From an optimization exercise on the open Yosys and OpenROAD flow, aimed at small area, a short achievable clock period and few clock cycles per item; shortcuts taken in it are not production practice.
RTL that was checked went through simulation tests only; none was proved equivalent to the original.
The RTL of run 1 was laid out without a check of its function.
Power is estimated from default activity; no workload was simulated.

<file path="flow/design.v">
module ex_stage_top
(
	input  logic        clk,
	input  logic        reset_i,
	input  logic        issue_valid_i,
	input  logic [31:0] issue_inst_i,
	input  logic [63:0] issue_op1_i,
	input  logic [63:0] issue_op2_i,
	input  logic [63:0] issue_base_i,
	input  logic [63:0] issue_offset_i,
	input  logic [4:0]  issue_rd_i,
	output logic        wb_valid_o,
	output logic [4:0]  wb_rd_o,
	output logic [63:0] wb_data_o,
	output logic        redirect_valid_o,
	output logic [63:0] redirect_target_o,
	output logic        hold_o
);
	localparam int D     = 8;
	localparam int SB    = 2 * D;
	localparam int NSTEP = 64 / SB;
	localparam int NSW   = 32 / SB;
	localparam int CW    = (NSTEP > 1) ? $clog2(NSTEP) : 1;
	localparam int SW    = 65 + SB;
	logic [6:0] opc;
	logic [2:0] f3;
	logic [6:0] f7;
	logic       f7_zero;
	logic       f7_alt;
	logic       i6_zero;
	logic       i6_alt;
	assign opc     = issue_inst_i[6:0];
	assign f3      = issue_inst_i[14:12];
	assign f7      = issue_inst_i[31:25];
	assign f7_zero = f7 == 7'b0000000;
	assign f7_alt  = f7 == 7'b0100000;
	assign i6_zero = issue_inst_i[31:26] == 6'b000000;
	assign i6_alt  = issue_inst_i[31:26] == 6'b010000;
	logic op_op;
	logic op_imm;
	logic op_32;
	logic op_imm32;
	logic op_br;
	logic op_jal;
	logic op_jalr;
	logic op_lui;
	logic op_auipc;
	assign op_op    = opc == 7'b0110011;
	assign op_imm   = opc == 7'b0010011;
	assign op_32    = opc == 7'b0111011;
	assign op_imm32 = opc == 7'b0011011;
	assign op_br    = opc == 7'b1100011;
	assign op_jal   = opc == 7'b1101111;
	assign op_jalr  = opc == 7'b1100111;
	assign op_lui   = opc == 7'b0110111;
	assign op_auipc = opc == 7'b0010111;
	logic legal;
	logic is_mul;
	always_comb begin
		legal = op_jal || op_jalr || op_lui || op_auipc;
		if (op_op) begin
			legal = f7_zero || (f7_alt && (f3 == 3'd0 || f3 == 3'd5));
		end
		if (op_imm) begin
			case (f3)
				3'd1:    legal = i6_zero;
				3'd5:    legal = i6_zero || i6_alt;
				default: legal = 1'b1;
			endcase
		end
		if (op_32) begin
			case (f3)
				3'd0, 3'd5: legal = f7_zero || f7_alt;
				3'd1:       legal = f7_zero;
				default:    legal = 1'b0;
			endcase
		end
		if (op_imm32) begin
			case (f3)
				3'd0:    legal = 1'b1;
				3'd1:    legal = f7_zero;
				3'd5:    legal = f7_zero || f7_alt;
				default: legal = 1'b0;
			endcase
		end
	end
	assign is_mul = f7 == 7'b0000001 &&
		((op_op && !f3[2]) || (op_32 && f3 == 3'd0));
	logic i6;
	logic i5;
	logic i3;
	logic i2;
	logic alt;
	logic cls;
	logic word;
	logic sub;
	assign i6   = issue_inst_i[6];
	assign i5   = issue_inst_i[5];
	assign i3   = issue_inst_i[3];
	assign i2   = issue_inst_i[2];
	assign alt  = issue_inst_i[30];
	assign cls  = !i6 && !i2;
	assign word = !i6 && i3;
	assign sub  = !i2 && (i6 || ((f3 == 3'd0) ? (alt && i5) : (f3[2:1] == 2'b01)));
	logic [63:0] op1;
	logic [63:0] op2;
	logic [65:0] addsub;
	logic [63:0] sum;
	logic        ltu;
	logic        lt;
	logic        eq;
	assign op1 = issue_op1_i;
	assign op2 = issue_op2_i;
	assign addsub = {1'b0, op1, 1'b1} + {1'b0, op2 ^ {64{sub}}, sub};
	assign sum    = addsub[64:1];
	assign ltu    = !addsub[65];
	assign lt     = (op1[63] ^ op2[63]) ? op1[63] : sum[63];
	assign eq     = op1 == op2;
	logic        sh_left;
	logic        sh_fill;
	logic [5:0]  shamt;
	logic [63:0] sh_in;
	logic [63:0] sh_out;
	logic [63:0] op1_rev;
	logic [63:0] sh_out_rev;
	always_comb begin
		for (int i = 0; i < 64; i++) begin
			op1_rev[i]    = op1[63 - i];
			sh_out_rev[i] = sh_out[63 - i];
		end
	end
	assign sh_left = !f3[2];
	assign sh_fill = alt && (word ? op1[31] : op1[63]);
	assign shamt   = {op2[5] && !word, op2[4:0]};
	assign sh_in   = sh_left ? op1_rev :
		word ? {{32{sh_fill}}, op1[31:0]} : op1;
	assign sh_out  = 64'($signed({sh_fill, sh_in}) >>> shamt);
	logic        s_add;
	logic        s_shl;
	logic        s_shr;
	logic        s_slt;
	logic        s_xor;
	logic        s_or;
	logic        s_and;
	logic        s_lui;
	logic [63:0] alu_res;
	assign s_add = (cls && f3 == 3'd0) || (i2 && (i6 || !i5));
	assign s_shl = cls && f3 == 3'd1;
	assign s_shr = cls && f3 == 3'd5;
	assign s_slt = cls && f3[2:1] == 2'b01;
	assign s_xor = cls && f3 == 3'd4;
	assign s_or  = cls && f3 == 3'd6;
	assign s_and = cls && f3 == 3'd7;
	assign s_lui = !i6 && i2 && i5;
	assign alu_res =
		({64{s_add}} & sum) |
		({64{s_shl}} & sh_out_rev) |
		({64{s_shr}} & sh_out) |
		{63'd0, s_slt && (f3[0] ? ltu : lt)} |
		({64{s_xor}} & (op1 ^ op2)) |
		({64{s_or}}  & (op1 | op2)) |
		({64{s_and}} & (op1 & op2)) |
		({64{s_lui}} & op1);
	logic br_cond;
	logic redirect;
	assign br_cond  = f3[2] ? (f3[1] ? ltu : lt) : eq;
	assign redirect = (op_br && f3[2:1] != 2'b01 && (br_cond ^ f3[0])) ||
		op_jal || op_jalr;
	localparam int AW = 66;
	localparam int TW = AW + SB;
	localparam logic [1:0] OM_PLAIN = 2'd0;
	localparam logic [1:0] OM_W     = 2'd1;
	localparam logic [1:0] OM_MUL   = 2'd2;
	localparam logic [1:0] OM_MULW  = 2'd3;
	logic          busy_q;
	logic          fin_q;
	logic [CW-1:0] cnt_q;
	logic          w_q;
	logic          hi_q;
	logic          a_hi_q;
	logic          ext_q;
	logic          bprev_q;
	logic          cin_q;
	logic [AW-1:0] acc_s_q;
	logic [63:0]   acc_c_q;
	logic [SB-1:0] low_s_q;
	logic [SB-1:0] low_c_q;
	logic [1:0]    omode_q;
	logic          wb_valid_q;
	logic [4:0]    wb_rd_q;
	logic [63:0]   wb_data_q;
	logic          redirect_valid_q;
	logic [63:0]   redirect_target_q;
	logic          accept;
	logic          last;
	logic          done;
	logic [64:0]   mcand;
	logic [SB:0]   mbits;
	assign accept = issue_valid_i && !busy_q;
	assign last   = w_q ? (cnt_q == CW'(NSW - 1)) : (cnt_q == CW'(NSTEP - 1));
	assign done   = fin_q || (last && !hi_q);
	assign mcand  = {a_hi_q, redirect_target_q};
	assign mbits  = {wb_data_q[SB-1:0], bprev_q};
	function automatic logic [TW-1:0] sign_const();
		logic [TW-1:0] k;
		k = (TW'(1) << (AW - 1)) + (TW'(1) << (64 + SB));
		for (int j = 0; j < D; j++) begin
			k = k + (TW'(1) << (65 + 2 * j));
		end
		sign_const = -k;
	endfunction
	logic [TW-1:0] rows [D];
	logic [D-1:0]  negs;
	always_comb begin
		for (int j = 0; j < D; j++) begin
			logic b2;
			logic b1;
			logic b0;
			logic one;
			logic two;
			logic [65:0] mag;
			logic [65:0] r;
			b2  = mbits[2 * j + 2];
			b1  = mbits[2 * j + 1];
			b0  = mbits[2 * j];
			one = b1 ^ b0;
			two = b2 ? (!b1 && !b0) : (b1 && b0);
			negs[j] = b2 && !(b1 && b0);
			mag = ({66{one}} & {mcand[64], mcand}) | ({66{two}} & {mcand, 1'b0});
			r   = mag ^ {66{negs[j]}};
			rows[j] = TW'({!r[65], r[64:0]}) << (2 * j);
			if (j == 0) begin
				rows[j] = rows[j] | sign_const();
			end else begin
				rows[j][2 * j - 2] = negs[j - 1];
			end
		end
	end
	logic [64:0]   ext_val;
	logic [TW-1:0] ext_row;
	logic [TW-1:0] s_row;
	logic [TW-1:0] c_row;
	assign ext_val = (ext_q && last) ? mcand : 65'd0;
	assign ext_row = {!ext_val[64], ext_val[63:0], SB'(negs[D-1]) << (SB - 2)};
	assign s_row   = TW'({!acc_s_q[AW-1], acc_s_q[AW-2:0]});
	assign c_row   = TW'(acc_c_q);
	localparam int NR = D + 3;
	function automatic int next_rows(input int n);
		next_rows = 2 * (n / 3) + (n % 3);
	endfunction
	function automatic int tree_levels(input int n);
		int l;
		int m;
		l = 0;
		m = n;
		while (m > 2) begin
			m = next_rows(m);
			l++;
		end
		tree_levels = l;
	endfunction
	function automatic int rows_at(input int n, input int level);
		int m;
		m = n;
		for (int l = 0; l < level; l++) begin
			m = next_rows(m);
		end
		rows_at = m;
	endfunction
	localparam int NL = tree_levels(NR);
	logic [(NL + 1) * NR * TW - 1:0] tree;
	assign tree[0 * TW +: TW] = s_row;
	assign tree[1 * TW +: TW] = c_row;
	assign tree[2 * TW +: TW] = ext_row;
	genvar gj;
	generate
		for (gj = 0; gj < D; gj++) begin : g_rows
			assign tree[(3 + gj) * TW +: TW] = rows[gj];
		end
	endgenerate
	genvar gl;
	genvar gt;
	generate
		for (gl = 0; gl < NL; gl++) begin : g_level
			localparam int N  = rows_at(NR, gl);
			localparam int N3 = N / 3;
			localparam int IB = gl * NR * TW;
			localparam int OB = (gl + 1) * NR * TW;
			for (gt = 0; gt < N3; gt++) begin : g_csa
				logic [TW-1:0] x;
				logic [TW-1:0] y;
				logic [TW-1:0] z;
				assign x = tree[IB + (3 * gt) * TW +: TW];
				assign y = tree[IB + (3 * gt + 1) * TW +: TW];
				assign z = tree[IB + (3 * gt + 2) * TW +: TW];
				assign tree[OB + (2 * gt) * TW +: TW]     = x ^ y ^ z;
				assign tree[OB + (2 * gt + 1) * TW +: TW] =
					{((x & y) | (x & z) | (y & z)), 1'b0};
			end
			for (gt = 3 * N3; gt < N; gt++) begin : g_pass
				assign tree[OB + (gt - N3) * TW +: TW] = tree[IB + gt * TW +: TW];
			end
			for (gt = N - N3; gt < NR; gt++) begin : g_zero
				assign tree[OB + gt * TW +: TW] = '0;
			end
		end
	endgenerate
	logic [TW-1:0] ts;
	logic [TW-1:0] tc;
	logic [1:0]    top;
	assign top = tree[NL * NR * TW + TW - 2 +: 2] + tree[NL * NR * TW + TW + TW - 2 +: 2];
	assign ts  = {top, tree[NL * NR * TW +: TW - 2]};
	assign tc  = {2'b00, tree[NL * NR * TW + TW +: TW - 2]};
	logic [SB+1:0] low_sum;
	logic [SB-1:0] low;
	logic          low_co;
	assign low_sum = {1'b0, low_s_q, 1'b1} + {1'b0, low_c_q, cin_q};
	assign low     = low_sum[SB:1];
	assign low_co  = low_sum[SB+1];
	logic [63:0] tgt_a;
	logic [63:0] tgt_b;
	logic [63:0] tgt;
	logic        tgt_co;
	assign tgt_a = busy_q ? acc_s_q[63:0] : issue_base_i;
	assign tgt_b = busy_q ? acc_c_q : issue_offset_i;
	ex_pfx_add #(.W(64), .ARCH(0)) i_tgt_add (
		.a  (tgt_a),
		.b  (tgt_b),
		.ci (busy_q && low_co),
		.s  (tgt),
		.co (tgt_co)
	);
	always_ff @(posedge clk) begin
		if (reset_i) begin
			busy_q           <= 1'b0;
			wb_valid_q       <= 1'b0;
			redirect_valid_q <= 1'b0;
		end else if (busy_q) begin
			busy_q           <= !done;
			wb_valid_q       <= done;
			redirect_valid_q <= 1'b0;
		end else begin
			busy_q           <= accept && is_mul;
			wb_valid_q       <= accept && !is_mul && legal;
			redirect_valid_q <= accept && !is_mul && redirect;
		end
	end
	always_ff @(posedge clk) begin
		if (busy_q) begin
			fin_q     <= last && hi_q;
			cnt_q     <= cnt_q + 1'b1;
			bprev_q   <= wb_data_q[SB-1];
			cin_q     <= low_co;
			acc_s_q   <= ts[TW-1:SB];
			acc_c_q   <= tc[TW-3:SB];
			low_s_q   <= ts[SB-1:0];
			low_c_q   <= tc[SB-1:0];
			omode_q   <= OM_PLAIN;
			if (fin_q) begin
				wb_data_q <= tgt;
			end else if (last && !hi_q) begin
				omode_q   <= w_q ? OM_MULW : OM_MUL;
				wb_data_q <= {low, low, w_q ? wb_data_q[47:32] : wb_data_q[63:48],
					w_q ? low : wb_data_q[47:32]};
			end else begin
				wb_data_q <= {low, wb_data_q[63:SB]};
			end
		end else begin
			fin_q             <= 1'b0;
			cnt_q             <= '0;
			bprev_q           <= 1'b0;
			cin_q             <= 1'b0;
			acc_s_q           <= '0;
			acc_c_q           <= '0;
			low_s_q           <= '0;
			low_c_q           <= '0;
			omode_q           <= word ? OM_W : OM_PLAIN;
			w_q               <= i3;
			hi_q              <= f3 != 3'd0;
			a_hi_q            <= op1[63] && (f3 == 3'd1 || f3 == 3'd2);
			ext_q             <= op2[63] && f3[1] && !i3;
			wb_rd_q           <= issue_rd_i;
			wb_data_q         <= is_mul ? op2 : alu_res;
			redirect_target_q <= is_mul ? op1 : tgt;
		end
	end
	logic [63:0] wb_out;
	always_comb begin
		wb_out = wb_data_q;
		case (omode_q)
			OM_W:    wb_out[63:32] = {32{wb_data_q[31]}};
			OM_MUL:  wb_out[63:48] = low;
			OM_MULW: wb_out[63:16] = {{32{low[SB-1]}}, low};
			default: ;
		endcase
	end
	assign wb_valid_o        = wb_valid_q;
	assign wb_rd_o           = wb_rd_q;
	assign wb_data_o         = wb_out;
	assign redirect_valid_o  = redirect_valid_q;
	assign redirect_target_o = redirect_target_q;
	assign hold_o            = busy_q;
endmodule
module ex_pfx_add #(
	parameter int W    = 64,
	parameter int ARCH = 0
) (
	input  logic [W-1:0] a,
	input  logic [W-1:0] b,
	input  logic         ci,
	output logic [W-1:0] s,
	output logic         co
);
	localparam int L  = (W > 1) ? $clog2(W) : 1;
	localparam int NS = (ARCH == 1) ? (2 * L - 1) : L;
	logic [W-1:0]            p0;
	logic [(NS + 1) * W - 1:0] gg;
	logic [(NS + 1) * W - 1:0] pp;
	assign p0 = a ^ b;
	assign gg[W-1:0] = (a & b) | {{(W - 1){1'b0}}, p0[0] & ci};
	assign pp[W-1:0] = p0;
	genvar st;
	genvar i;
	generate
		for (st = 0; st < NS; st++) begin : g_st
			for (i = 0; i < W; i++) begin : g_bit
				localparam int LV = (ARCH == 1 && st >= L) ? (2 * L - 2 - st) : st;
				localparam int D2 = 1 << LV;
				localparam bit UP = (ARCH == 1) && (st < L);
				localparam bit DN = (ARCH == 1) && (st >= L);
				localparam int J  =
					(ARCH == 0) ? (((i >> LV) << LV) - 1) :
					(ARCH == 2) ? (i - D2) : (i - D2);
				localparam bit CMB =
					(ARCH == 0) ? (((i >> LV) & 1) == 1) :
					(ARCH == 2) ? (i >= D2) :
					UP ? (((i + 1) % (2 * D2)) == 0) :
					(((i + 1) % (2 * D2)) == D2 && i >= 2 * D2);
				if (CMB) begin : g_c
					assign gg[(st + 1) * W + i] = gg[st * W + i] | (pp[st * W + i] & gg[st * W + J]);
					assign pp[(st + 1) * W + i] = pp[st * W + i] & pp[st * W + J];
				end else begin : g_p
					assign gg[(st + 1) * W + i] = gg[st * W + i];
					assign pp[(st + 1) * W + i] = pp[st * W + i];
				end
			end
		end
	endgenerate
	logic [W-1:0] gfin;
	assign gfin = gg[NS * W +: W];
	assign s    = p0 ^ {gfin[W-2:0], ci};
	assign co   = gfin[W-1];
endmodule
</file>
<file path="flow/flow/run.sh">
#!/bin/bash
# Layout flow: the standard flow (standard.sh) with two changes that help
# timing and area on sky130hd:
#  - the input and output port buffers are buf_4 cells; by default
#    buffer_ports picks the smallest buffer, a clkdlybuf4s50 delay cell, and
#    footprint-matched sizing can then only swap it for other delay cells;
#  - sizing may pick any equivalent cell, not only one of the same footprint.
# Synthesis is the standard synthesis, unchanged. Each step logs to its own
# file in the folder this runs in.
set -euo pipefail
bash standard.sh synth > synth.log 2>&1
sed 's|"\${@:-finish}"|"BUFFER_PORTS_ARGS=-buffer_cell sky130_fd_sc_hd__buf_4" MATCH_CELL_FOOTPRINT=0 "${@:-finish}"|' \
	standard.sh > standard_tuned.sh
grep -q MATCH_CELL_FOOTPRINT=0 standard_tuned.sh
bash standard_tuned.sh finish > layout.log 2>&1
test -s out/final.def
</file>
<file path="flow/standard.sh">
#!/bin/bash
# synth_recipe.tcl (not shown) runs the flow's synth.tcl, then flattens the netlist and writes it again
# the make line also repeats each setting of config.mk as NAME=value (left out here)
make -C /OpenROAD-flow-scripts/flow DESIGN_CONFIG=/design/flow/config.mk WORK_HOME=/design/flow/orfs CLKGATE_MAP_FILE= SYNTH_SCRIPT=/design/flow/synth_recipe.tcl "${@:-finish}"
</file>
<file path="flow/config.mk">
export PLATFORM = sky130hd
export DESIGN_NAME = ex_stage_top
export DESIGN_NICKNAME = ex_stage_top
export VERILOG_FILES = /design/flow/design.v
export SDC_FILE = /design/flow/constraint.sdc
export NUM_CORES = 4
export LEC_CHECK = 0
export ABC_AREA = 1
export CAP_MARGIN = 20
export CORE_MARGIN = 2
export CORE_UTILIZATION = 40
export SETUP_SLACK_MARGIN = 4
export SLEW_MARGIN = 20
</file>
<file path="flow/constraint.sdc">
create_clock -name core_clock -period 9.0 [get_ports {clk}]
set_input_delay 1.8000 -clock core_clock [delete_from_list [all_inputs] [get_ports {clk}]]
set_output_delay 1.8000 -clock core_clock [all_outputs]
set_load 0.01 [all_outputs]
</file>
==> results.py, run 1 <==
metrics = {
    "detailed_routing": {
        "viasPerCell": 6.03,
        "wl_per_cell_microns": 32.7,
        "ant_nets": 0,
        "dr.pass1.iters": 9,
        "vias": 61300,
        "drtIter0Drc": 7970,
        "routed_wl_mm": 332,
        "drc": 0,
    },
    "synthesis": {
        "synth_seq_area_share_pct": 12.0,
        "ys_types": 65,
        "syn_avg_cell_area_sq_um": 7.05,
        "synth-compound-area-share_pct": 16.4,
        "synthTopCellsByArea": "fa_1 (21%), nand2_1 (11%), xor2_1 (9.5%)",
        "async_flop_share_pct": 0,
        "yosys.cell_count.top_type": "nand2_1",
        "ys_warn_count": 2,
        "synth_xor_area_share_pct": 9.81,
        "synth_simple_gate_area_share_pct": 20.0,
        "synthAdderAreaFrac_pct": 28.1,
        "synthMuxAreaShare_pct": 0.815,
        "netlist_area_sq_um": 56800,
        "synth_top_area_share_pct": 20.5,
        "synthTopCellsByCount": "nand2_1 (1650), inv_1 (1289), xor2_1 (616)",
        "synth_edf_count": 73,
        "ys_ff_latch": 305,
        "synthCells": 8056,
        "synth_top_family_by_area": "adder cells",
        "ys.flop_type": "dfxtp_1",
        "synth_top_area_cell": "fa_1",
    },
    "setup_path": {
        "crit_required_ns": 7.20,
        "start_kind": "flip-flop",
        "cp.arrival_ns": 3.63,
        "critPathMaxStageDelay_ns": 0.69,
        "crit_chain": "ha_4 > buf_4 > a21oi_2 > inv_2 > a31oi_4 > o21ai_2 > inv_1 > nor2_2 > nor2_2 > buf_6 > o21ai_4 > buf_4 > buf_4 > xnor2_2 > o21ai_1 > buf_4",
        "cp_num_buf_inv": 7,
        "endpoint_kind": "primary output",
        "cp_slowest_cell": "o21ai_1",
        "critical_path_class": "flip-flop to primary output",
        "path_max_fanout": 4,
        "cp_common_cell": "buf_4",
        "crit_family": "compound AO/OA/AOI/OAI gates",
    },
    "timing": {
        "finClkSkew_ns": 0.0452,
        "tns_ns": 0,
        "fmax_mhz": 184,
        "fin_crit_sh_pct": 60.4,
        "hold_viol": 0,
        "min_period_ns": 5.43,
        "setup_viol": 0,
        "layout_setup_ws_ns": 3.57,
        "drv_slew": 0,
        "worst_pin_slew_ns": 1.24,
        "rsz0062_at_grt": "yes",
        "slew_headroom_pct": 17.6,
    },
    "power": {
        "p_per_area_nw_per_um2": 450,
        "peakVddDrop_mv": 0.558,
        "p_leak_nw": 32.5,
    },
    "cts": {
        "numClockSinks": 305,
        "path_clk_slew_ns": 0.06,
        "clk_latency_ns": 0.63,
        "ctsRootBufferMaster": "clkbuf_16",
        "cts_tree": "done",
        "holdBufCountCts": 0,
        "numCtsBuffers": 39,
        "clockBufferDepth": 3,
        "htreeDepth": 2,
    },
    "global_routing": {
        "antenna_found_initial": 18,
        "grt_pass1_wl_mm": 455,
        "grt.total_usage_pct": 43.9,
        "grt_max_degree": 173,
        "grt_overflow": 0,
        "grt_pass1_vias": 59400,
    },
    "final_layout": {
        "finish.utilization_pct": 47.4,
        "final_nets": 9453,
        "drive_gt1_share_pct": 15.5,
        "area_growth_pct": 17.9,
        "fill_cells": 14500,
    },
    "die": {
        "floorplan.io_pins": 432,
        "dieHeight_microns": 381,
        "placementRows": 138,
        "core_area_sq_um": 141000,
        "die_x_microns": 381,
        "die_area_sq_um": 145000,
        "initial_utilization_pct": 40.2,
    },
    "place": {
        "gp_congestion": 1.07,
        "place_ws_ns": 1.72,
        "portBuffers": 416,
        "dp.final_hpwl_mm": 255,
    },
    "run": {
        "cap_violations": 0,
    },
    "min_path": {
        "hold_class": "flip-flop to flip-flop",
    },
    "status": {
        "status": "finished clean",
    },
}
==> report_power, final <==
group	total (mW)	leakage, nW	internal, mW	switching (mW)
registers	1.72	2.67	1.54	0.182
clock network	1.71	0.649	0.944	0.766
logic	26.7	29.2	10.4	16.3
total	30.1	32.5	12.9	17.2
==> logic make-up after synthesis <==
| logic type | after synthesis |
|---|---|
| AO/OA/AOI/OAI | 1557 |
| XOR/XNOR | 636 |
| adder cells (fa/ha/maj) | 928 |
| buffers and inverters | 1892 |
| flip-flops | 305 |
| multiplexers | 46 |
| AND/OR/NAND/NOR | 2692 |
==> registers in the layout, summed over array words and instances (netlist names), 5 cells and up <==
name	flops
acc_s_q	66
low_s_q	16
acc_c_q	64
wb_data_q	64
wb_rd_q	5
low_c_q	12
redirect_target_q	64
==> final timing paths <==
path	cells after the start	slack [ns]	end	from
max	16	3.57	wb_data_o[28]	low_c_q[5]
min	1	0.46	cnt_q[0]	cnt_q[0]
max reg2reg	38	3.61	wb_data_q[15]	low_c_q[5]
min reg2reg	1	0.46	cnt_q[0]	cnt_q[0]
==> cells in the final DEF, fill, tap and decap left out, drive strengths merged, types with 333 or more instances in the layout <==
cell	instances
xor2	616
inv	1299
nand3	491
nand2	1673
nor2	333
buf	635
fa	582
o21ai	487
ha	346
o22ai	524
==> per-layer routing <==
layer / vias to the layer above / share of wire [%] / track usage (%)
met2: 4037 / 43 / 67.9
met5: - / 0.029 / 0
met1: 30000 / 37 / 54.2
met3: 893 / 10 / 10.2
met4: 14 / 9.0 / 30.6
li1: 26300 / - / -
==> stage by stage <==
stage	power (mW)	cells	area, sq um	hold slack, ns
after floorplan	19.1	8056	56800	0.425
after global placement	26.9	9941	61100	0.435
after detailed placement	27.1	9941	61100	0.453
after CTS	29.4	10100	64900	0.466
after global routing	33.5	10200	66900	0.485
final	30.1	10200	67000	0.463
==> final cells by class <==
| type | count | area, sq um | share of cell area, % |
|---|---|---|---|
| Clock inverter | 26 | 294 | 0.439 |
| Sequential cell | 305 | 6860 | 10.2 |
| Tap cell | 1890 | 2360 | 3.53 |
| Antenna cell | 7 | 17.5 | 0.0262 |
| Timing Repair Buffer | 644 | 5650 | 8.43 |
| Clock buffer | 46 | 1020 | 1.53 |
| Inverter | 1376 | 5240 | 7.82 |
| Multi-Input combinational cell | 5863 | 45500 | 68.0 |
==> timing repair <==
item / in CTS / in global routing
endpoints found under the hold margin: 0 / 0
setup endpoints to repair: 300 / 250
cloned: 6 / 6
resized for setup: 495 / 306
buffers inserted: 58 / 67
pin swaps: 113 / 103
==> run 2, diff against run 1 <==
--- a/flow/design.v
+++ b/flow/design.v
@@ -103,3 +103,3 @@
 	assign word = !i6 && i3;
-	assign sub  = !i2 && (i6 || ((f3 == 3'd0) ? (alt && i5) : (f3[2:1] == 2'b01)));
+	assign sub  = !i2 && (i6 || f3[1] || (alt && i5));
 	logic [63:0] op1;
@@ -145,2 +145,3 @@
 	logic        s_lui;
+	logic [63:0] alu_early;
 	logic [63:0] alu_res;
@@ -154,7 +155,5 @@
 	assign s_lui = !i6 && i2 && i5;
-	assign alu_res =
-		({64{s_add}} & sum) |
+	assign alu_early = is_mul ? op2 :
 		({64{s_shl}} & sh_out_rev) |
 		({64{s_shr}} & sh_out) |
-		{63'd0, s_slt && (f3[0] ? ltu : lt)} |
 		({64{s_xor}} & (op1 ^ op2)) |
@@ -163,2 +162,5 @@
 		({64{s_lui}} & op1);
+	assign alu_res = alu_early |
+		({64{s_add && !is_mul}} & sum) |
+		{63'd0, s_slt && !is_mul && (f3[0] ? ltu : lt)};
 	logic br_cond;
@@ -244,4 +246,6 @@
 	assign ext_row = {!ext_val[64], ext_val[63:0], SB'(negs[D-1]) << (SB - 2)};
-	assign s_row   = TW'({!acc_s_q[AW-1], acc_s_q[AW-2:0]});
-	assign c_row   = TW'(acc_c_q);
+	logic first;
+	assign first   = cnt_q == '0;
+	assign s_row   = first ? TW'(1) << (AW - 1) : TW'({!acc_s_q[AW-1], acc_s_q[AW-2:0]});
+	assign c_row   = first ? '0 : TW'(acc_c_q);
 	localparam int NR = D + 3;
@@ -348,2 +352,8 @@
 	always_ff @(posedge clk) begin
+		acc_s_q <= ts[TW-1:SB];
+		acc_c_q <= tc[TW-3:SB];
+		low_s_q <= ts[SB-1:0];
+		low_c_q <= tc[SB-1:0];
+	end
+	always_ff @(posedge clk) begin
 		if (busy_q) begin
@@ -352,7 +362,3 @@
 			bprev_q   <= wb_data_q[SB-1];
-			cin_q     <= low_co;
-			acc_s_q   <= ts[TW-1:SB];
-			acc_c_q   <= tc[TW-3:SB];
-			low_s_q   <= ts[SB-1:0];
-			low_c_q   <= tc[SB-1:0];
+			cin_q     <= low_co && !first;
 			omode_q   <= OM_PLAIN;
@@ -371,7 +377,2 @@
 			bprev_q           <= 1'b0;
-			cin_q             <= 1'b0;
-			acc_s_q           <= '0;
-			acc_c_q           <= '0;
-			low_s_q           <= '0;
-			low_c_q           <= '0;
 			omode_q           <= word ? OM_W : OM_PLAIN;
@@ -382,3 +383,3 @@
 			wb_rd_q           <= issue_rd_i;
-			wb_data_q         <= is_mul ? op2 : alu_res;
+			wb_data_q         <= alu_res;
 			redirect_target_q <= is_mul ? op1 : tgt;
==> run 2 against run 1 <==
- flip-flop and latch count did not move
- critical path type unchanged
- synthesized cell count fell by 0.91%
- still clean
- core utilization fell by 1.5 points
- largest cell class unchanged
- critical path depth fell by 1
- design area fell by 3.2%
- setup slack improved by 0.15 ns
- clock-buffer cell count rose by 8
- non-clock buffer count fell by 90
- highest routed layer unchanged
==> results.py, run 2 <==
metrics = {
    "status": {
        "status": "finished clean",
    },
    "setup_path": {
        "crit_family": "compound AO/OA/AOI/OAI gates",
        "worstRegToRegCells": 33,
        "reg2reg_to": "wb_data_q[33]",
        "cp_slowest_cell": "o211ai_1",
        "cp_num_buf_inv": 2,
        "crit_chain": "ha_4 > nand2_4 > nor2_4 > nand2_2 > o21ai_2 > nand3_2 > o2111ai_4 > nand2_2 > a21oi_2 > nor2_1 > nand2_2 > buf_6 > nand2_4 > o211ai_1 > buf_4",
        "start_kind": "flip-flop",
        "cp_common_cell": "nand2_2",
        "crit_required_ns": 7.20,
        "critPathMaxStageDelay_ns": 0.81,
        "path_max_fanout": 4,
        "cp.arrival_ns": 3.48,
        "critical_path_class": "flip-flop to primary output",
        "endpoint_kind": "primary output",
        "r2r-start": "cin_q",
        "ff2ff_setup_slack_ns": 3.95,
    },
    "detailed_routing": {
        "dr.pass1.iters": 6,
        "viasPerCell": 6.08,
        "routed_wl_mm": 311,
        "drtIter0Drc": 8361,
        "ant_nets": 0,
        "wl_per_cell_microns": 31.1,
        "vias": 60700,
        "drc": 0,
    },
    "die": {
        "core_area_sq_um": 141000,
        "die_area_sq_um": 145000,
        "die_x_microns": 381,
        "dieHeight_microns": 381,
        "floorplan.io_pins": 432,
        "placementRows": 138,
        "initial_utilization_pct": 40.2,
    },
    "place": {
        "gp_congestion": 1.10,
        "dp.final_hpwl_mm": 236,
        "placed_area_sq_um": 60700,
        "portBuffers": 416,
    },
    "timing": {
        "setup_viol": 0,
        "tns_ns": 0,
        "worst_pin_slew_ns": 1.19,
        "min_period_ns": 5.28,
        "fmax_mhz": 189,
        "fin_crit_sh_pct": 58.7,
        "fin_hold_ws_ns": 0.420,
        "finClkSkew_ns": 0.0543,
        "drv_slew": 0,
        "slew_headroom_pct": 18.5,
        "hold_viol": 0,
        "rsz0062_at_grt": "yes",
    },
    "synthesis": {
        "syn_avg_cell_area_sq_um": 7.11,
        "async_flop_share_pct": 0,
        "synth_top_area_cell": "fa_1",
        "netlist_area_sq_um": 56700,
        "synthCells": 7983,
        "synthTopCellsByCount": "nand2_1 (1303), inv_1 (1277), nand3_1 (626)",
        "synth_top_family_by_area": "adder cells",
        "ys.flop_type": "dfxtp_1",
        "synth_edf_count": 74,
        "synth_xor_area_share_pct": 9.76,
        "synthTopCellsByArea": "fa_1 (21%), xor2_1 (9.5%), nand2_1 (8.6%)",
        "synth_seq_area_share_pct": 12.1,
        "ys_warn_count": 2,
        "synth_simple_gate_area_share_pct": 18.9,
        "synth_top_area_share_pct": 20.5,
        "ys_ff_latch": 305,
        "synthMuxAreaShare_pct": 0.498,
        "ys_types": 67,
        "yosys.cell_count.top_type": "nand2_1",
        "synth-compound-area-share_pct": 17.5,
        "synthAdderAreaFrac_pct": 28.1,
    },
    "final_layout": {
        "layout_commonest_cell": "inv_1",
        "layout_common_cells": "inv_1 (1263), nand2_1 (1242), xor2_1 (609)",
        "largest_reg_flops": 66,
        "final_cell_area_sq_um": 64800,
        "finish.utilization_pct": 45.9,
        "final_nets": 9279,
        "area_growth_pct": 14.3,
        "top_register": "acc_s_q",
        "drive_gt1_share_pct": 12.9,
    },
    "global_routing": {
        "grt_max_degree": 192,
        "grt.total_usage_pct": 41.1,
        "grt_pass1_vias": 58400,
        "antenna_found_initial": 24,
        "grt_overflow": 0,
        "grt_pass1_wl_mm": 429,
    },
    "cts": {
        "numClockSinks": 305,
        "htreeDepth": 2,
        "clk_latency_ns": 0.64,
        "path_clk_slew_ns": 0.06,
        "ctsRootBufferMaster": "clkbuf_16",
        "cts_tree": "done",
        "clockBufferDepth": 3,
        "numCtsBuffers": 39,
        "holdBufCountCts": 0,
    },
    "power": {
        "p_per_area_nw_per_um2": 529,
        "p_leak_nw": 30.9,
        "peakVddDrop_mv": 0.490,
    },
    "min_path": {
        "hp-start": "cnt_q[0]",
        "min_to": "cnt_q[0]",
        "min_path_cells": 1,
        "hold_class": "flip-flop to flip-flop",
    },
    "run": {
        "cap_violations": 0,
    },
}
[run 2: cell count changes in the layout (fill, tap and decap cells not counted), sizes merged, moves of 18 or more]
cell,previous run,this run
mux2i,46,26
nand4,70,18
buf,635,545
nand3,491,628
nor2,333,476
a21oi,294,312
o22ai,524,546
o21ai,487,544
nand2,1673,1314
[run 2: routing by layer]
layer  vias up  wire length (microns)  global-route usage (%)  share of wire [%]
met3       992                  37400                    12.2                 12
met5         -                    178                       0              0.057
met2      4220                 130000                    61.4                 42
li1      26100                      -                       -                  -
met4        26                  29100                    29.2                9.4
met1     29400                 114000                    50.4                 37
[run 2: power by group]
part / switching (mW) / internal (mW) / total (mW)
sequential: 0.336 / 2.78 / 3.11
clock: 0.748 / 0.874 / 1.62
combinational: 18.0 / 11.5 / 29.6
[run 2: area by class of cell]
cell class                      instances  area, sq um
Antenna cell                           11         27.5
Clock buffer                           54         1100
Clock inverter                         18          158
Fill cell                           14600        76400
Inverter                             1362         5160
Multi-Input combinational cell       5795        44400
Sequential cell                       305         6860
Tap cell                             1890         2360
Timing Repair Buffer                  554         4800
[run 2: logic make-up after synthesis]
| kind of cell | after synthesis |
|---|---|
| buffers and inverters | 1885 |
| AO/OA/AOI/OAI | 1663 |
| flip-flops | 305 |
| multiplexers | 28 |
| AND/OR/NAND/NOR | 2544 |
| adder cells (fa/ha/maj) | 926 |
| XOR/XNOR | 632 |
[run 2: metrics by stage]
stage	setup slack (ns)	total power, mW	instances
after global placement	2.37	31.1	9845
after detailed placement	2.38	31.5	9846
after floorplan	4.01	22.0	7983
final	3.72	34.3	9989
after CTS	3.82	33.8	9945
after global routing	3.72	38.7	9978
[run 2: worst max-delay path by stage]
stage / start / slack, ns / endpoint / cells after the start
finish: cin_q / 3.72 / wb_data_o[63] / 15
floorplan: issue_inst_i[6] / 4.01 / wb_data_q[35] / 22
CTS: cin_q / 3.82 / wb_data_o[54] / 17
detailed placement: issue_inst_i[6] / 2.38 / wb_data_q[0] / 25
global route: cin_q / 3.72 / wb_data_o[54] / 17
global placement: issue_inst_i[6] / 2.37 / wb_data_q[0] / 25
[run 2: timing repair]
item | CTS | global route
pin swaps | 34 | 93
gates cloned | 4 | 7
buffers inserted | 23 | 26
gates resized for setup | 218 | 350
endpoints found under the setup margin | 281 | 200
Testbench counts of run 2, summed over its fixed seeds: cycles 11,373, instructions 8,000.
==> run 3, diff against run 2 <==
--- a/flow/design.v
+++ b/flow/design.v
@@ -103,3 +103,3 @@
 	assign word = !i6 && i3;
-	assign sub  = !i2 && (i6 || f3[1] || (alt && i5));
+	assign sub  = alt && i5 && !i2;
 	logic [63:0] op1;
@@ -107,2 +107,3 @@
 	logic [65:0] addsub;
+	logic [64:0] cmp;
 	logic [63:0] sum;
@@ -115,4 +116,5 @@
 	assign sum    = addsub[64:1];
-	assign ltu    = !addsub[65];
-	assign lt     = (op1[63] ^ op2[63]) ? op1[63] : sum[63];
+	assign cmp    = {1'b0, op1} - {1'b0, op2};
+	assign ltu    = cmp[64];
+	assign lt     = (op1[63] ^ op2[63]) ? op1[63] : ltu;
 	assign eq     = op1 == op2;
@@ -317,8 +319,11 @@
 	assign tc  = {2'b00, tree[NL * NR * TW + TW +: TW - 2]};
-	logic [SB+1:0] low_sum;
 	logic [SB-1:0] low;
 	logic          low_co;
-	assign low_sum = {1'b0, low_s_q, 1'b1} + {1'b0, low_c_q, cin_q};
-	assign low     = low_sum[SB:1];
-	assign low_co  = low_sum[SB+1];
+	ex_add #(.W(SB)) i_low_add (
+		.a  (low_s_q),
+		.b  (low_c_q),
+		.ci (cin_q),
+		.s  (low),
+		.co (low_co)
+	);
 	logic [63:0] tgt_a;
@@ -454 +459,15 @@
 endmodule
+module ex_add #(
+	parameter int W = 64
+) (
+	input  logic [W-1:0] a,
+	input  logic [W-1:0] b,
+	input  logic         ci,
+	output logic [W-1:0] s,
+	output logic         co
+);
+	logic [W+1:0] t;
+	assign t  = {1'b0, a, 1'b1} + {1'b0, b, ci};
+	assign s  = t[W:1];
+	assign co = t[W+1];
+endmodule
==> run 3 against run 2 <==
- total power is 10% lower
- synthesized area up 2.2%
- largest cell class unchanged
- fmax grew 1.8%
- setup slack improved by 0.093 ns
- largest power group unchanged
- still clean on timing, DRC and antenna
- sequential power fell by 5%
- clock-buffer cell count grew 1
- cell count grew 2.7%
- flip-flop and latch count stayed put
- critical path type unchanged
- synthesized cell count is 3.3% higher
- global-route usage down 0.16 points
- combinational power fell by 11%
- die area grew 2.2%
==> results.py, run 3 <==
metrics = {
    "global_routing": {
        "antenna_found_initial": 30,
        "grt.total_usage_pct": 40.9,
        "grt_max_degree": 121,
        "grt_pass1_vias": 60200,
        "grt_overflow": 0,
        "grt_pass1_wl_mm": 434,
    },
    "synthesis": {
        "synth_edf_count": 74,
        "syn_avg_cell_area_sq_um": 7.03,
        "synth_top_area_cell": "fa_1",
        "synth_top_area_share_pct": 20.1,
        "yosys.cell_count.top_type": "nand2_1",
        "synthTopCellsByCount": "nand2_1 (1420), inv_1 (1263), nand3_1 (781)",
        "netlist_area_sq_um": 58000,
        "synthTopCellsByArea": "fa_1 (20%), xor2_1 (9.2%), nand2_1 (9.2%)",
        "ys.flop_type": "dfxtp_1",
        "ys_ff_latch": 305,
        "async_flop_share_pct": 0,
        "synth_seq_area_share_pct": 11.8,
        "ys_warn_count": 2,
        "synthCells": 8246,
        "ys_types": 63,
    },
    "timing": {
        "min_period_ns": 5.19,
        "setup_viol": 0,
        "worst_pin_slew_ns": 1.26,
        "rsz0062_at_grt": "yes",
        "fmax_mhz": 193,
        "hold_viol": 0,
        "tns_ns": 0,
        "finClkSkew_ns": 0.0547,
        "slew_headroom_pct": 13.6,
        "drv_slew": 0,
        "fin_crit_sh_pct": 57.7,
    },
    "final_layout": {
        "largest_reg_flops": 66,
        "final_cell_area_sq_um": 65100,
        "regArea_sq_um": 6860,
        "layout_common_cells": "nand2_1 (1405), inv_1 (1247), nand3_1 (771)",
        "top_register": "acc_s_q",
        "fill_cells": 14900,
        "finish.utilization_pct": 45.3,
        "final_nets": 9598,
        "drive_gt1_share_pct": 10.3,
        "layout_commonest_cell": "nand2_1",
        "multi_input_area_sq_um": 44800,
        "area_growth_pct": 12.3,
    },
    "place": {
        "placed_area_sq_um": 62100,
        "gp_congestion": 1.10,
        "portBuffers": 416,
        "dp.final_hpwl_mm": 238,
    },
    "setup_path": {
        "cp.arrival_ns": 3.39,
        "critPathMaxStageDelay_ns": 0.44,
        "endpoint_kind": "primary output",
        "crit_chain": "ha_1 > nand2_1 > nor2_2 > nand2_1 > nand3_2 > nand2_4 > a21boi_4 > nor2_1 > nand2_1 > nand2_2 > inv_2 > nand2_2 > nand2_2 > nor2_4 > buf_12 > buf_12 > a22oi_2 > buf_4",
        "cp_slowest_cell": "a22oi_2",
        "crit_required_ns": 7.20,
        "critical_path_class": "flip-flop to primary output",
        "start_kind": "flip-flop",
        "path_max_fanout": 4,
    },
    "detailed_routing": {
        "dr.pass1.iters": 7,
        "wl_per_cell_microns": 30.5,
        "drc": 0,
        "viasPerCell": 6.08,
        "routed_wl_mm": 312,
        "ant_nets": 0,
        "vias": 62400,
        "drtIter0Drc": 8295,
    },
    "cts": {
        "clockBufferDepth": 3,
        "cts_tree": "done",
        "clk_latency_ns": 0.65,
        "htreeDepth": 2,
        "numClockSinks": 305,
        "holdBufCountCts": 0,
        "ctsRootBufferMaster": "clkbuf_16",
        "numCtsBuffers": 40,
        "path_clk_slew_ns": 0.07,
    },
    "die": {
        "core_area_sq_um": 144000,
        "initial_utilization_pct": 40.3,
        "dieHeight_microns": 385,
        "die_x_microns": 385,
        "die_area_sq_um": 148000,
        "placementRows": 139,
        "floorplan.io_pins": 432,
    },
    "min_path": {
        "hold_class": "flip-flop to flip-flop",
    },
    "power": {
        "switching_power_mw": 17.1,
        "p_per_area_nw_per_um2": 474,
        "peakVddDrop_mv": 0.507,
        "p_leak_nw": 31.4,
        "sequentialPowerShare_pct": 9.5,
        "p_clk_share_pct": 5.8,
        "p_sw_share_pct": 55.2,
        "intPower_mw": 13.8,
        "power_frac_comb_pct": 84.7,
    },
    "status": {
        "status": "finished clean",
    },
    "run": {
        "cap_violations": 0,
    },
}
==> run 3: cell types whose count changed after synthesis, sizes merged, moves of 11 or more <==
cell	previous run	this run
nand3	628	789
nand2	1312	1443
nor2	476	488
or2	45	28
o211ai	66	26
inv	1296	1281
mux2i	26	10
ha	344	407
nor3	25	36
a22oi	32	19
==> run 3: kinds of logic after synthesis <==
family	Yosys count	share of synthesized area (%)
DFF	305	11.8
muxes	12	0.211
buffers and inverters	1867	12.5
adders and majority gates	989	28.9
xor gates and xnor gates	622	9.39
and+or+nand+nor	2834	20.8
AOI/OAI and AO/OA	1617	16.4
==> run 3: layer usage <==
metal / vias to the layer above / routed length, microns / global-route usage (%)
li1: 26900 / - / -
met1: 30100 / 114000 / 50.2
met2: 4443 / 133000 / 62.0
met3: 957 / 37700 / 11.3
met4: 22 / 27800 / 28.7
met5: - / 224 / 0.487
==> run 3: metrics by stage <==
step	hold WS, ns	instances	worst slack (ns)	total power [mW]
floorplan	0.393	8246	4.21	19.3
global route	0.456	10200	3.73	34.3
detailed placement	0.406	10100	2.40	28.0
CTS	0.414	10200	3.85	30.3
finish	0.419	10300	3.81	30.9
global placement	0.404	10100	2.36	27.5
==> run 3: repair_timing <==
item	in CTS	in global routing
gates cloned	4	4
pin swaps	23	32
setup buffers	27	20
setup endpoints to repair	279	189
resized for setup	150	139
==> run 3: power groups by stage <==
stage	combinational, mW	clock, mW	sequential, mW
CTS	25.6	1.80	2.92
floorplan	16.5	0	2.81
detailed placement	25.1	0	2.94
finish	26.2	1.80	2.95
global placement	24.6	0	2.93
global route	29.5	1.84	2.98
==> run 3: worst paths after layout <==
path / end / slack, ns / depth (start not counted) / start
worst min-delay path: cnt_q[0] / 0.42 / 1 / cnt_q[0]
worst max register to register: acc_s_q[37] / 4.01 / 11 / wb_data_q[1]
worst max-delay path: wb_data_o[57] / 3.81 / 18 / low_s_q[11]
worst min register to register: cnt_q[0] / 0.42 / 1 / cnt_q[0]
==> run 3: layout make-up <==
class,instances,share of cell area (%)
repair buffers,539,7.09
diodes,8,0.0307
inverters,1349,7.84
clock inverters,19,0.388
clock buffers,55,1.75
well taps,1903,3.66
multi-input cells,6078,68.7
flip-flops and latches,305,10.5
==> run 3: worst max-delay path: cells and delay by family, from the launching register on <==
family	cells	cell delay [ns]
DFF	1	0.32
buffers and inverters	4	0.55
adders and majority gates	1	0.34
and+or+nand+nor	11	0.92
AOI/OAI and AO/OA	2	0.60
Testbench counts of run 3, summed over its fixed seeds: cycles 11,373, instructions 8,000.
==> run 4, diff against run 3 <==
--- a/flow/config.mk
+++ b/flow/config.mk
@@ -11,3 +11,4 @@
 export CORE_UTILIZATION = 40
-export SETUP_SLACK_MARGIN = 4
+export SETUP_SLACK_MARGIN = 4.5
 export SLEW_MARGIN = 20
+export SYNTH_HIERARCHICAL = 1
==> run 4 against run 3 <==
- non-clock buffer count grew 257
- still clean on timing, DRC and antenna
- sequential share of layout area is 0.87 points lower
- core utilization is 3.1 points higher
- global-route usage grew 1.4 points
- largest power group unchanged
- synthesized cell count is 3.4% higher
- clock power down 6%
==> results.py, run 4 <==
metrics = {
    "timing": {
        "layout_setup_ws_ns": 4.04,
        "worst_pin_slew_ns": 1.23,
        "tns_ns": 0,
        "finClkSkew_ns": 0.0400,
        "min_period_ns": 4.96,
        "setup_viol": 0,
        "rsz0062_at_grt": "yes",
        "drv_slew": 0,
        "fmax_mhz": 202,
        "hold_viol": 0,
        "fin_crit_sh_pct": 55.1,
        "slew_headroom_pct": 17.9,
        "fin_hold_ws_ns": 0.429,
    },
    "detailed_routing": {
        "routed_wl_mm": 342,
        "viasPerCell": 6.07,
        "wl_per_cell_microns": 31.6,
        "drc": 0,
        "vias": 65700,
        "drtIter0Drc": 9343,
        "dr.pass1.iters": 13,
        "ant_nets": 0,
    },
    "power": {
        "p_per_area_nw_per_um2": 454,
        "peakVddDrop_mv": 0.322,
        "power_mw": 32.4,
        "p_leak_nw": 34.6,
    },
    "die": {
        "die_x_microns": 389,
        "initial_utilization_pct": 40.2,
        "placementRows": 141,
        "die_area_sq_um": 151000,
        "floorplan.io_pins": 432,
        "core_area_sq_um": 147000,
        "dieHeight_microns": 389,
    },
    "status": {
        "status": "finished clean",
    },
    "setup_path": {
        "crit_required_ns": 7.20,
        "ff2ff_setup_slack_ns": 4.49,
        "cp.arrival_ns": 3.16,
        "endpoint_kind": "primary output",
        "path_max_fanout": 16,
        "worstRegToRegCells": 11,
        "start_kind": "flip-flop",
        "critical_path_class": "flip-flop to primary output",
    },
    "synthesis": {
        "synthCells": 8525,
        "ys_warn_count": 8,
        "netlist_area_sq_um": 59400,
        "syn_avg_cell_area_sq_um": 6.96,
    },
    "final_layout": {
        "multi_input_area_sq_um": 47200,
        "final_cell_area_sq_um": 71400,
        "largest_reg_flops": 66,
        "layout_common_cells": "nand2_1 (1475), inv_1 (1363), nand3_1 (681)",
        "layout_commonest_cell": "nand2_1",
        "drive_gt1_share_pct": 17.4,
        "finish.utilization_pct": 48.4,
        "fill_cells": 14900,
        "regArea_sq_um": 6890,
        "top_register": "acc_s_q",
        "fin_cells": 10800,
        "area_growth_pct": 20.2,
        "final_nets": 10100,
    },
    "global_routing": {
        "grt_overflow": 0,
        "grt_max_degree": 143,
        "antenna_found_initial": 17,
        "grt_pass1_wl_mm": 458,
        "grt_pass1_vias": 61900,
        "grt.total_usage_pct": 42.3,
    },
    "place": {
        "placed_area_sq_um": 63400,
        "dp.cells": 10400,
        "place_ws_ns": 2.41,
        "gp_congestion": 1.08,
        "portBuffers": 416,
        "dp.final_hpwl_mm": 247,
    },
    "run": {
        "cap_violations": 0,
    },
    "min_path": {
        "hold_class": "flip-flop to flip-flop",
        "min_path_cells": 1,
    },
    "cts": {
        "numClockSinks": 305,
        "ctsRootBufferMaster": "clkbuf_16",
        "htreeDepth": 2,
        "cts_tree": "done",
        "clockBufferDepth": 3,
        "clk_latency_ns": 0.62,
        "numCtsBuffers": 38,
        "path_clk_slew_ns": 0.06,
    },
}
## run 4: final cells by class
type / instances / area share, %
Multi-Input combinational cell: 6208 / 66.2
Timing Repair Buffer: 796 / 10.5
Sequential cell: 305 / 9.66
Inverter: 1501 / 8.37
Tap cell: 1930 / 3.38
Clock buffer: 49 / 1.55
Clock inverter: 21 / 0.286
Antenna cell: 17 / 0.0596
Timing Repair inverter: 1 / 0.0158
## run 4: worst paths after layout
| path | start | endpoint |
|---|---|---|
| setup / recovery | cin_q | wb_data_o[43] |
| hold reg to reg | cnt_q[0] | cnt_q[0] |
| hold / removal | cnt_q[0] | cnt_q[0] |
| setup reg to reg | redirect_target_q[26] | acc_s_q[21] |
## run 4: worst max-delay path: stages (launching register included)
cell,delay (ns)
edfxtp_1,0.41
fa_2,0.37
nand2_2,0.07
nand2_2,0.07
nand3_2,0.09
nand2_4,0.07
nand2_4,0.09
nand3_4,0.07
nand2_4,0.12
inv_4,0.06
nor2_4,0.13
buf_4,0.16
nor2_4,0.04
buf_12,0.16
o21ai_1,0.39
buf_4,0.25
## run 4: what timing repair did
item,in CTS,in global routing
gates resized for setup,510,446
pin swaps,97,189
gates cloned,23,27
setup buffers,82,173
endpoints found under the setup margin,276,256
hold buffers,0,0
## run 4: where the power goes
part	switching, mW	internal [mW]
combinational	16.9	10.8
sequential	0.356	2.64
clock	0.756	0.941
## run 4: routing by layer
layer  share of wire, %  wire length [microns]  up-vias  GRT usage, %
met5              0.037                    125        -             0
met4                9.7                  33300       10          29.6
met1                 37                 127000    31700          53.8
met2                 41                 141000     4731          62.5
li1                   -                      -    28100             -
met3                 12                  40500     1230          10.6
==> run 5, diff against run 4 <==
--- a/flow/design.v
+++ b/flow/design.v
@@ -392,3 +392,15 @@
 	end
+	logic [1:0]  mulw_sign;
 	logic [63:0] wb_out;
+	genvar gs;
+	generate
+		for (gs = 0; gs < 2; gs++) begin : g_sign
+			ex_add_msb #(.W(SB)) i_sign (
+				.a   (low_s_q),
+				.b   (low_c_q),
+				.ci  (cin_q),
+				.msb (mulw_sign[gs])
+			);
+		end
+	endgenerate
 	always_comb begin
@@ -398,3 +410,3 @@
 			OM_MUL:  wb_out[63:48] = low;
-			OM_MULW: wb_out[63:16] = {{32{low[SB-1]}}, low};
+			OM_MULW: wb_out[63:16] = {{16{mulw_sign[1]}}, {16{mulw_sign[0]}}, low};
 			default: ;
@@ -473 +485,13 @@
 endmodule
+module ex_add_msb #(
+	parameter int W = 16
+) (
+	input  logic [W-1:0] a,
+	input  logic [W-1:0] b,
+	input  logic         ci,
+	output logic         msb
+);
+	logic [W:0] t;
+	assign t   = {a, 1'b1} + {b, ci};
+	assign msb = t[W];
+endmodule
--- a/flow/config.mk
+++ b/flow/config.mk
@@ -11,4 +11,3 @@
 export CORE_UTILIZATION = 40
-export SETUP_SLACK_MARGIN = 4.5
+export SETUP_SLACK_MARGIN = 4
 export SLEW_MARGIN = 20
-export SYNTH_HIERARCHICAL = 1
==> run 5 against run 4 <==
- die area is 2.2% lower
- flip-flop and latch count stayed put
- combinational power hardly changed
- non-clock buffer count is 232 lower
- highest routed layer unchanged
- still clean
- worst hold slack worse by 0.013 ns
- largest power group unchanged
- sequential share of layout area is 0.76 points higher
- via count is 5.0% lower
- clock-buffer cell count is 1 higher
- core utilization is 2.7 points lower
==> results.py, run 5 <==
metrics = {
    "setup_path": {
        "cp.arrival_ns": 3.33,
        "path_max_fanout": 3,
        "ff2ff_setup_slack_ns": 4.07,
        "reg2reg_to": "acc_s_q[33]",
        "crit_required_ns": 7.20,
        "cp_num_buf_inv": 4,
        "cp_slowest_cell": "o21ai_1",
        "endpoint_kind": "primary output",
        "cp_common_cell": "buf_4",
        "r2r-start": "wb_data_q[3]",
        "worstRegToRegCells": 14,
        "start_kind": "flip-flop",
        "startpoint": "low_c_q[4]",
        "crit_family": "compound AO/OA/AOI/OAI gates",
        "crit_chain": "ha_4 > nand4_1 > o21bai_2 > buf_4 > buf_4 > xor2_1 > inv_1 > o21ai_1 > buf_4",
        "critPathMaxStageDelay_ns": 0.64,
        "critical_path_class": "flip-flop to primary output",
    },
    "global_routing": {
        "grt_max_degree": 125,
        "grt_pass1_wl_mm": 457,
        "grt.total_usage_pct": 43.5,
        "grt_pass1_vias": 60500,
        "antenna_found_initial": 35,
        "grt_overflow": 0,
    },
    "die": {
        "core_area_sq_um": 144000,
        "initial_utilization_pct": 40.3,
        "floorplan.io_pins": 432,
        "placementRows": 139,
        "dieHeight_microns": 385,
        "die_x_microns": 385,
        "die_area_sq_um": 148000,
    },
    "place": {
        "place_ws_ns": 2.25,
        "portBuffers": 416,
        "gp_congestion": 1.06,
        "dp.final_hpwl_mm": 255,
    },
    "min_path": {
        "hold_class": "flip-flop to flip-flop",
        "min_to": "cnt_q[0]",
        "min_path_cells": 1,
        "hp-start": "cnt_q[0]",
    },
    "synthesis": {
        "synth_top_area_cell": "fa_1",
        "synthTopCellsByCount": "nand2_1 (1386), inv_1 (1297), nand3_1 (815)",
        "synth_top_area_share_pct": 20.1,
        "netlist_area_sq_um": 58000,
        "synth_seq_area_share_pct": 11.8,
        "syn_avg_cell_area_sq_um": 7.01,
        "synth_edf_count": 74,
        "ys_warn_count": 2,
        "ys_types": 62,
        "synthCells": 8273,
        "synthTopCellsByArea": "fa_1 (20%), xor2_1 (9.2%), nand2_1 (9.0%)",
        "ys_ff_latch": 305,
        "async_flop_share_pct": 0,
        "ys.flop_type": "dfxtp_1",
        "yosys.cell_count.top_type": "nand2_1",
    },
    "power": {
        "peakVddDrop_mv": 0.717,
        "p_per_area_nw_per_um2": 500,
        "power_mw": 32.9,
        "p_leak_nw": 31.8,
    },
    "final_layout": {
        "finish.utilization_pct": 45.7,
        "largest_reg_flops": 66,
        "top_register": "acc_s_q",
        "drive_gt1_share_pct": 10.9,
        "final_nets": 9648,
        "layout_commonest_cell": "nand2_1",
        "fill_cells": 14900,
        "area_growth_pct": 13.3,
        "layout_common_cells": "nand2_1 (1354), inv_1 (1278), nand3_1 (795)",
        "regArea_sq_um": 6860,
        "multi_input_area_sq_um": 44900,
    },
    "timing": {
        "layout_setup_ws_ns": 3.87,
        "slew_headroom_pct": 8.75,
        "setup_viol": 0,
        "rsz0062_at_grt": "yes",
        "tns_ns": 0,
        "hold_viol": 0,
        "min_period_ns": 5.13,
        "fmax_mhz": 195,
        "drv_slew": 0,
        "worst_pin_slew_ns": 1.35,
        "finClkSkew_ns": 0.0290,
        "fin_crit_sh_pct": 57.0,
    },
    "status": {
        "status": "finished clean",
    },
    "detailed_routing": {
        "drtIter0Drc": 8134,
        "routed_wl_mm": 332,
        "ant_nets": 0,
        "drc": 0,
        "wl_met2_mm": 143,
        "routed.top_layer": "met5",
        "vias": 62500,
        "route.met3.wl_mm": 33.1,
        "viasPerCell": 6.06,
        "wl_per_cell_microns": 32.2,
        "wl_met1_mm": 125,
        "dr.pass1.iters": 7,
    },
    "cts": {
        "htreeDepth": 2,
        "numCtsBuffers": 41,
        "holdBufCountCts": 0,
        "clockBufferDepth": 3,
        "clk_latency_ns": 0.61,
        "numClockSinks": 305,
        "path_clk_slew_ns": 0.06,
        "ctsRootBufferMaster": "clkbuf_16",
        "cts_tree": "done",
    },
    "run": {
        "cap_violations": 0,
    },
}
[run 5: power by group]
part           total (mW)  switching, mW  internal, mW  leakage (nW)
logic                28.0           17.2          10.8          28.4
clock network        1.84          0.790          1.05         0.692
registers            3.02          0.318          2.70          2.72
total                32.9           18.3          14.6          31.8
[run 5: final cells by class]
class / instances / area share [%]
clock buffer: 50 / 1.72
antenna: 9 / 0.0343
timing repair buffer: 564 / 7.34
multi-input combinational: 6065 / 68.4
clock inverter: 26 / 0.470
tap: 1903 / 3.62
sequential: 305 / 10.4
inverter: 1386 / 8.03
[run 5: worst max-delay path by stage]
| stage | to | slack [ns] | cells past startpoint |
|---|---|---|---|
| finish | wb_data_o[21] | 3.87 | 9 |
| global route | wb_data_o[49] | 3.82 | 17 |
| CTS | wb_data_o[49] | 3.89 | 17 |
| detailed placement | wb_data_q[56] | 2.25 | 21 |
| global placement | wb_data_q[56] | 2.21 | 21 |
| floorplan | wb_data_q[33] | 4.07 | 25 |
[run 5: what timing repair did]
item,in CTS,in global routing
buffers inserted,29,27
pin swaps,21,31
endpoints found under the setup margin,274,181
gates cloned,4,3
gates resized for setup,208,144
[run 5: kinds of logic (layout without fill, tap and decap cells)]
| family | after synthesis | count (layout) | share of synthesized area [%] |
|---|---|---|---|
| multiplexers | 13 | 13 | 0.229 |
| XOR/XNOR | 620 | 620 | 9.36 |
| other | 0 | 9 | 0 |
| AO/OA/AOI/OAI | 1604 | 1605 | 16.3 |
| adder cells (fa/ha/maj) | 989 | 989 | 28.9 |
| buffers and inverters | 1905 | 2026 | 12.7 |
| flip-flops | 305 | 305 | 11.8 |
| AND/OR/NAND/NOR | 2837 | 2838 | 20.8 |
[run 5: metal layers]
metal | vias to the layer above | global-route usage [%]
met1 | 30500 | 53.6
met5 | - | 0
li1 | 27000 | -
met3 | 938 | 10.0
met4 | 30 | 31.5
met2 | 4046 | 66.7
[run 5: worst register-to-register path, stage by stage (launching register included)]
cell,delay (ns)
dfxtp_2,0.42
inv_1,0.13
ha_1,0.24
mux2i_4,0.14
buf_4,0.32
buf_16,0.30
o22ai_1,0.24
xor2_1,0.19
fa_1,0.57
inv_1,0.07
fa_1,0.52
fa_1,0.71
fa_1,0.47
inv_1,0.10
fa_1,0.41
[run 5: stage by stage]
stage / hold WS (ns) / instance area (sq um) / std cells
2_1_floorplan: 0.393 / 58000 / 8273
3_3_place_gp: 0.402 / 62200 / 10200
3_5_place_dp: 0.408 / 62200 / 10200
4_1_cts: 0.416 / 64800 / 10300
5_1_grt: 0.440 / 65700 / 10300
6_report: 0.417 / 65800 / 10300
Testbench counts of run 5, summed over its fixed seeds: cycles 11,373, instructions 8,000.
==> run 6, diff against run 5 <==
--- a/flow/config.mk
+++ b/flow/config.mk
@@ -13 +13,2 @@
 export SLEW_MARGIN = 20
+export SYNTH_HIERARCHICAL = 1
==> run 6 against run 5 <==
- non-clock buffer count is 49 lower
- synthesized cell count is 5.2% higher
- sequential share of layout area is 0.18 points lower
- cell count is 4.9% higher
- global-route usage is 2.5 points lower
- first-iteration DRC count is 4.3% higher
- core utilization is 0.96 points lower
- setup slack better by 0.011 ns
- still clean
- worst hold slack better by 0.0069 ns
- design area is 1.7% higher
==> results.py, run 6 <==
metrics = {
    "status": {
        "status": "finished clean",
    },
    "timing": {
        "min_period_ns": 5.11,
        "slew_headroom_pct": 21.9,
        "tns_ns": 0,
        "hold_viol": 0,
        "fin_hold_ws_ns": 0.423,
        "setup_viol": 0,
        "finClkSkew_ns": 0.0509,
        "worst_pin_slew_ns": 1.16,
        "drv_slew": 0,
        "fmax_mhz": 196,
        "fin_crit_sh_pct": 56.8,
        "rsz0062_at_grt": "yes",
    },
    "power": {
        "intPower_mw": 13.4,
        "p_leak_nw": 33.1,
        "sequentialPowerShare_pct": 9.8,
        "p_per_area_nw_per_um2": 453,
        "p_sw_share_pct": 55.7,
        "p_clk_share_pct": 5.8,
        "power_mw": 30.3,
        "peakVddDrop_mv": 0.319,
        "power_frac_comb_pct": 84.4,
        "switching_power_mw": 16.9,
    },
    "min_path": {
        "min_to": "cnt_q[0]",
        "hp-start": "cnt_q[0]",
        "min_path_cells": 1,
        "hold_class": "flip-flop to flip-flop",
    },
    "setup_path": {
        "crit_family": "compound AO/OA/AOI/OAI gates",
        "critical_path_class": "input port to flip-flop",
        "cp_num_buf_inv": 5,
        "crit_chain": "buf_4 > inv_4 > nand3_4 > xor2_1 > ha_1 > a21oi_1 > nor2_1 > nor2_1 > inv_1 > a21oi_1 > o21ai_0 > inv_1 > nand2_1 > o21ai_0 > nand2_1 > inv_1 > nand2_1 > nand2_1 > nand2_1",
        "cp.arrival_ns": 5.61,
        "r2r-start": "wb_data_q[3]",
        "crit_required_ns": 9.50,
        "startpoint": "issue_inst_i[2]",
        "cp_slowest_cell": "o21ai_0",
        "critPathMaxStageDelay_ns": 0.72,
        "endpoint_kind": "flip-flop",
        "worstRegToRegCells": 13,
        "cp_common_cell": "nand2_1",
        "path_max_fanout": 16,
        "reg2reg_to": "acc_s_q[35]",
        "ff2ff_setup_slack_ns": 4.02,
        "start_kind": "input port",
    },
    "place": {
        "gp_congestion": 1.06,
        "dp.cells": 10700,
        "portBuffers": 416,
        "dp.final_hpwl_mm": 253,
        "placed_area_sq_um": 64400,
    },
    "final_layout": {
        "largest_reg_flops": 66,
        "final_nets": 10100,
        "area_growth_pct": 11.3,
        "fill_cells": 15800,
        "layout_common_cells": "nand2_1 (1648), inv_1 (1422), nand3_1 (730)",
        "fin_cells": 10800,
        "top_register": "acc_s_q",
        "layout_commonest_cell": "nand2_1",
        "final_cell_area_sq_um": 66900,
        "drive_gt1_share_pct": 9.55,
    },
    "synthesis": {
        "synthCells": 8704,
        "netlist_area_sq_um": 60100,
        "syn_avg_cell_area_sq_um": 6.90,
        "ys_warn_count": 8,
    },
    "global_routing": {
        "grt_pass1_vias": 60600,
        "grt_max_degree": 126,
        "grt_overflow": 0,
        "antenna_found_initial": 29,
        "grt.total_usage_pct": 41.0,
        "grt_pass1_wl_mm": 449,
    },
    "die": {
        "core_area_sq_um": 149000,
        "placementRows": 142,
        "floorplan.io_pins": 432,
        "initial_utilization_pct": 40.2,
        "die_area_sq_um": 153000,
        "dieHeight_microns": 392,
        "die_x_microns": 392,
    },
    "cts": {
        "clk_latency_ns": 0.63,
        "cts_tree": "done",
        "path_clk_slew_ns": 0.06,
        "holdBufCountCts": 0,
        "clockBufferDepth": 3,
        "numClockSinks": 305,
        "numCtsBuffers": 39,
        "ctsRootBufferMaster": "clkbuf_16",
        "htreeDepth": 2,
    },
    "detailed_routing": {
        "dr.pass1.iters": 7,
        "vias": 63800,
        "viasPerCell": 5.90,
        "routed_wl_mm": 322,
        "wl_per_cell_microns": 29.8,
        "ant_nets": 0,
        "drc": 0,
        "drtIter0Drc": 8480,
    },
    "run": {
        "cap_violations": 0,
    },
}
==> run 6: metrics by stage <==
| step | worst slack, ns | utilization [%] |
|---|---|---|
| 2_1_floorplan | 4.48 | - |
| 3_3_place_gp | 2.41 | 43.1 |
| 4_1_cts | 3.98 | 44.4 |
| 5_1_grt | 3.86 | 44.7 |
| 3_5_place_dp | 2.35 | 43.1 |
| 6_report | 3.89 | 44.8 |
==> run 6: final cells by class <==
cell class	count	area, sq um	area share (%)
antenna	8	20.0	0.0299
inverter	1525	5790	8.65
timing repair buffer	515	4180	6.25
tap	2016	2520	3.77
clock buffer	45	1030	1.54
sequential	305	6850	10.2
clock inverter	27	317	0.473
multi-input combinational	6372	46200	69.0
==> run 6: what timing repair did <==
action                                  CTS  global route
endpoints found under the setup margin  227           142
pin swaps                                 6             6
gates resized for setup                 117           118
setup buffers                            13             6
gates cloned                              3             1
==> run 6: metal layers <==
layer / global-route usage, % / routed length [microns]
met5: 0 / 125
met2: 61.0 / 135000
met4: 26.2 / 26000
met3: 9.93 / 36600
met1: 53.1 / 125000
==> run 6: power by group through the flow <==
stage | Sequential (mW) | Combinational, mW | Clock, mW
finish | 2.97 | 25.6 | 1.75
global route | 3.00 | 29.3 | 1.81
CTS | 2.96 | 25.4 | 1.77
detailed placement | 2.98 | 25.1 | 0
global placement | 2.98 | 24.3 | 0
floorplan | 2.83 | 16.9 | 0
==> run 6: worst max path at each step <==
stage | to | slack (ns) | cells past startpoint
3_5_place_dp | wb_data_q[44] | 2.35 | 19
2_1_floorplan | wb_data_q[56] | 4.48 | 22
4_1_cts | wb_data_o[20] | 3.98 | 8
5_1_grt | wb_data_q[50] | 3.86 | 19
6_report | wb_data_q[31] | 3.89 | 19
3_3_place_gp | wb_data_q[44] | 2.41 | 19
==> run 6: worst reg2reg max path: cells and delay by family (launching register included) <==
kind                     cells  cell delay [ns]
flip-flops                   1             0.52
AO/OA/AOI/OAI                1             0.32
adder cells (fa/ha/maj)      6             3.03
XOR/XNOR                     1             0.19
buffers and inverters        5             0.81

-- afterwards: timing with drivers on the ports --
No port has a modelled driver above. Below, the same layouts with a new extraction and two added sets of constraints. Step 1 (the two cells are an assumption about what drives the block):
set clk [get_ports {clk}]
set_driving_cell -lib_cell sky130_fd_sc_hd__clkbuf_16 $clk
set_driving_cell -lib_cell sky130_fd_sc_hd__buf_2 [delete_from_list [all_inputs] $clk]
Step 2 adds t to the input delays and takes it off the output delays; t is the mean of the earliest and latest rising clock arrival at the registers after step 1. Input paths then give back, and output paths get back, about the clock's delay inside the block. a / b / c = ideal / step 1 / step 2; a / b = the first two.
run	shift t [ns]	setup slack, ns	slew at the worst register clock pin (ns)	worst slew at a driven data input, ns
run 1	0.676	3.567 / 3.498 / 3.036	0.07 / 0.07	0.28
run 2	0.680	3.715 / 3.649 / 3.146	0.07 / 0.07	0.20
run 3	0.694	3.809 / 3.736 / 3.271	0.07 / 0.07	0.22
run 4	0.679	4.045 / 3.968 / 3.709	0.08 / 0.08	0.18
run 5	0.663	3.874 / 3.809 / 3.380	0.07 / 0.07	0.18
run 6	0.676	3.885 / 3.929 / 3.253	0.07 / 0.07	0.22
After both steps every run listed still meets setup and hold. The setup slack of run 6, which loses most, moves by +0.044 ns with the drivers and by -0.632 ns with both steps.
